From an optimization exercise on the open Yosys and OpenROAD flow, aimed at small area and few clock cycles; shortcuts taken in it are not production practice.
Where RTL was checked, it was by simulation tests only, not by an equivalence proof against the original.
Power is estimated from default activity; no workload was simulated.

== run A ==
## accel_top
module accel_top #(
    parameter int N_ROWS          = accel_pkg::N_ROWS,
    parameter int N_COLS          = accel_pkg::N_COLS,
    parameter int BUF_AW          = accel_pkg::BUF_AW,
    parameter int TX_CREDITS_INIT = accel_pkg::TX_CREDITS_INIT
) (
    input  logic       clk,
    input  logic       rst_n,
    input  logic       i_rx_valid,
    input  logic [7:0] i_rx_data,
    output logic       o_tx_valid,
    output logic [7:0] o_tx_data,
    input  logic       i_tx_credit,
    output logic       o_busy,
    output logic       o_done
);
For scale: roughly 1600 flip-flops, ~23 I/O pins.
make LEC_CHECK=0 CAP_MARGIN=20 CORE_MARGIN=2 CORE_UTILIZATION=40 CTS_BUF_LIST=sky130_fd_sc_hd__clkbuf_4 SLEW_MARGIN=20 finish   # period 10.0 ns
run.sh (not shown) runs the stock make flow with config.mk's settings and CLKGATE_MAP_FILE= SYNTH_SCRIPT=/design/flow/synth_recipe.tcl, a recipe that flattens the netlist after the stock synthesis.
#### Input delta (run B over run A)
Settings: CTS_BUF_LIST changed from sky130_fd_sc_hd__clkbuf_4 to sky130_fd_sc_hd__clkbuf_8.
==> run summary <==
Run B finished end to end and its layout was clean on timing, DRC and antenna. Between run B and run A, it is run B whose count of clock-net buffers in the final layout is lower, by 282. Compared with run A, run B instantiates a smaller number of cells. The total design power of run B was inferior to that of run A.
> inputs changed (run B -> run C)
Settings: CTS_BUF_LIST: sky130_fd_sc_hd__clkbuf_8 -> unset.
==> flow/flow/run.sh (new file) <==
#!/bin/bash
set -euo pipefail
export CTS_ARGS="-sink_clustering_enable -repair_clock_nets -dont_use_dummy_load -buf_list sky130_fd_sc_hd__clkbuf_8 -sink_clustering_size 20 -sink_clustering_max_diameter 50"
bash standard.sh > standard.log 2>&1
==> flow/standard.sh (new file) <==
#!/bin/bash
# synth_recipe.tcl (not shown) runs the flow's synth.tcl, then flattens the netlist and writes it again
# the make line also repeats each setting of config.mk as NAME=value (left out here)
make -C /OpenROAD-flow-scripts/flow DESIGN_CONFIG=/design/flow/config.mk WORK_HOME=/design/flow/orfs CLKGATE_MAP_FILE= SYNTH_SCRIPT=/design/flow/synth_recipe.tcl "${@:-finish}"
removed: flow/run.sh
Findings:
- On first-iteration detailed-routing DRC count, run B and run C are neck and neck.
- Run B → run C: maximum frequency increased by about 0.65% relative to the old numbers; layout buffer count excluding clock buffers roughly the same; total power divided by cell area lower.
Modified inputs, run D compared to run C
Settings: putting CTS_BUF_LIST at sky130_fd_sc_hd__clkbuf_16 where nothing was set; putting CTS_CLUSTER_DIAMETER at 60 where nothing was set; putting CTS_CLUSTER_SIZE at 40 where nothing was set.
==> flow/run.sh (new file) <==
#!/bin/bash
# synth_recipe.tcl (not shown) runs the flow's synth.tcl, then flattens the netlist and writes it again
# the make line also repeats each setting of config.mk as NAME=value (left out here)
make -C /OpenROAD-flow-scripts/flow DESIGN_CONFIG=/design/flow/config.mk WORK_HOME=/design/flow/orfs CLKGATE_MAP_FILE= SYNTH_SCRIPT=/design/flow/synth_recipe.tcl finish
removed: flow/flow/run.sh
removed: flow/standard.sh
Compared with run C, run D shows cell area higher by about 4%. Going from run C to run D, critical path depth now larger, number of detailed-route iterations in the first pass moved up, total power consumption of the routed design now larger.
## Diff of input files: run E against run D
Settings: CTS_CLUSTER_SIZE no longer set, was 40; CTS_BUF_LIST no longer set, was sky130_fd_sc_hd__clkbuf_16; CTS_CLUSTER_DIAMETER no longer set, was 60.
==> flow/flow/run.sh (new file) <==
#!/bin/bash
set -euo pipefail
export CTS_ARGS="-sink_clustering_enable -repair_clock_nets -dont_use_dummy_load -buf_list sky130_fd_sc_hd__clkbuf_16 -sink_clustering_size 40 -sink_clustering_max_diameter 60"
bash standard.sh > standard.log 2>&1
==> flow/standard.sh (new file) <==
#!/bin/bash
# synth_recipe.tcl (not shown) runs the flow's synth.tcl, then flattens the netlist and writes it again
# the make line also repeats each setting of config.mk as NAME=value (left out here)
make -C /OpenROAD-flow-scripts/flow DESIGN_CONFIG=/design/flow/config.mk WORK_HOME=/design/flow/orfs CLKGATE_MAP_FILE= SYNTH_SCRIPT=/design/flow/synth_recipe.tcl "${@:-finish}"
removed: flow/run.sh
Notes after the runs:
- Changes observed in run E relative to run D: synthesized area held steady; portion of total power attributed to combinational logic held steady; worst vdd rail ir drop grew by 9.5%.
No functional check of the RTL was part of any run of this note.

========
Setup of lane 1:
accel_top, a different RTL version from the one above (not shown whole).
Size: about 3400 cells after synthesis, roughly 1600 flip-flops, roughly 0.049 sq mm of cells after synthesis.
==> flow/config.mk <==
export PLATFORM = sky130hd
export DESIGN_NAME = accel_top
export DESIGN_NICKNAME = accel_top
export VERILOG_FILES = /design/flow/design.v
export SDC_FILE = /design/flow/constraint.sdc
export NUM_CORES = 4
export LEC_CHECK = 0
export CAP_MARGIN = 20
export CORE_MARGIN = 2
export CORE_UTILIZATION = 65
export SLEW_MARGIN = 20
==> flow/constraint.sdc <==
create_clock -name core_clock -period 10.0 [get_ports {clk}]
set_input_delay 2.0000 -clock core_clock [delete_from_list [all_inputs] [get_ports {clk}]]
set_output_delay 2.0000 -clock core_clock [all_outputs]
set_load 0.01 [all_outputs]
standard.sh (not shown) runs the stock make flow with config.mk's settings and CLKGATE_MAP_FILE= SYNTH_SCRIPT=/design/flow/synth_recipe.tcl, a recipe that flattens the netlist after the stock synthesis.
==> flow/flow/run.sh <==
#!/bin/bash
set -euo pipefail
export CTS_ARGS="-sink_clustering_enable -repair_clock_nets -dont_use_dummy_load -buf_list sky130_fd_sc_hd__clkbuf_8 -sink_clustering_size 20 -sink_clustering_max_diameter 50"
bash standard.sh > standard.log 2>&1
Lane 1 went all the way through synthesis, placement and routing and the layout is clean on timing, DRC and antenna.
Testbench counts of lane 1, summed over its fixed seeds: cycles 45,586.
Modified inputs, lane 2 compared to lane 1
--- a/flow/config.mk
+++ b/flow/config.mk
@@ -6,6 +6,7 @@
 export NUM_CORES = 4
 export LEC_CHECK = 0
+export ABC_AREA = 1
 export CAP_MARGIN = 20
 export CORE_MARGIN = 2
-export CORE_UTILIZATION = 65
+export CORE_UTILIZATION = 40
 export SLEW_MARGIN = 20
Findings:
Of lane 2 and lane 1, the run reporting the higher total power was lane 2.
Diff lane 1 -> lane 2: cell-internal power rose by 0.50%; final hold slack fell by 17 ps; switching part of the total rose by 0.56 points.
Area of combinational cells with multiple inputs ends up higher on lane 1.
Cmp lane 2 and lane 1 / setup slack of the most critical reg-to-reg path / lower: lane 1
On clock skew, the higher figure sits with lane 2, not lane 1.

## re-timing with driven ports
How much do the figures lean on ideal ports? The routed layouts below were timed once more, with nothing changed but the port constraints. Step 1: set_driving_cell puts a clkbuf_16 on clk and a buf_2 on each other input, an assumption about the parent block. Step 2 times the ports against the registers' clock, not the clock port: input delays grow and output delays shrink by t, the midpoint of the rising clock arrivals with the driver on. Slacks: ideal / step 1 / step 2; pairs: ideal / step 1.
run	shift t [ns]	setup WS [ns]	cell pins on the clock port's net
run A	1.179	0.448 / 0.448 / 0.220	1
run B	0.915	0.425 / 0.425 / 0.249	1
run C	0.810	0.487 / 0.487 / 0.256	1
run D	0.745	0.542 / 0.542 / 0.212	1
run E	0.713	0.570 / 0.570 / 0.249	1
lane 1	0.760	0.396 / 0.396 / 0.322	1
lane 2	0.801	0.420 / 0.420 / 0.420	1
After both steps every run listed still meets setup and hold. For run D, which loses most, drivers alone change the setup slack by 0.000 ns; drivers and shift together by -0.330 ns.
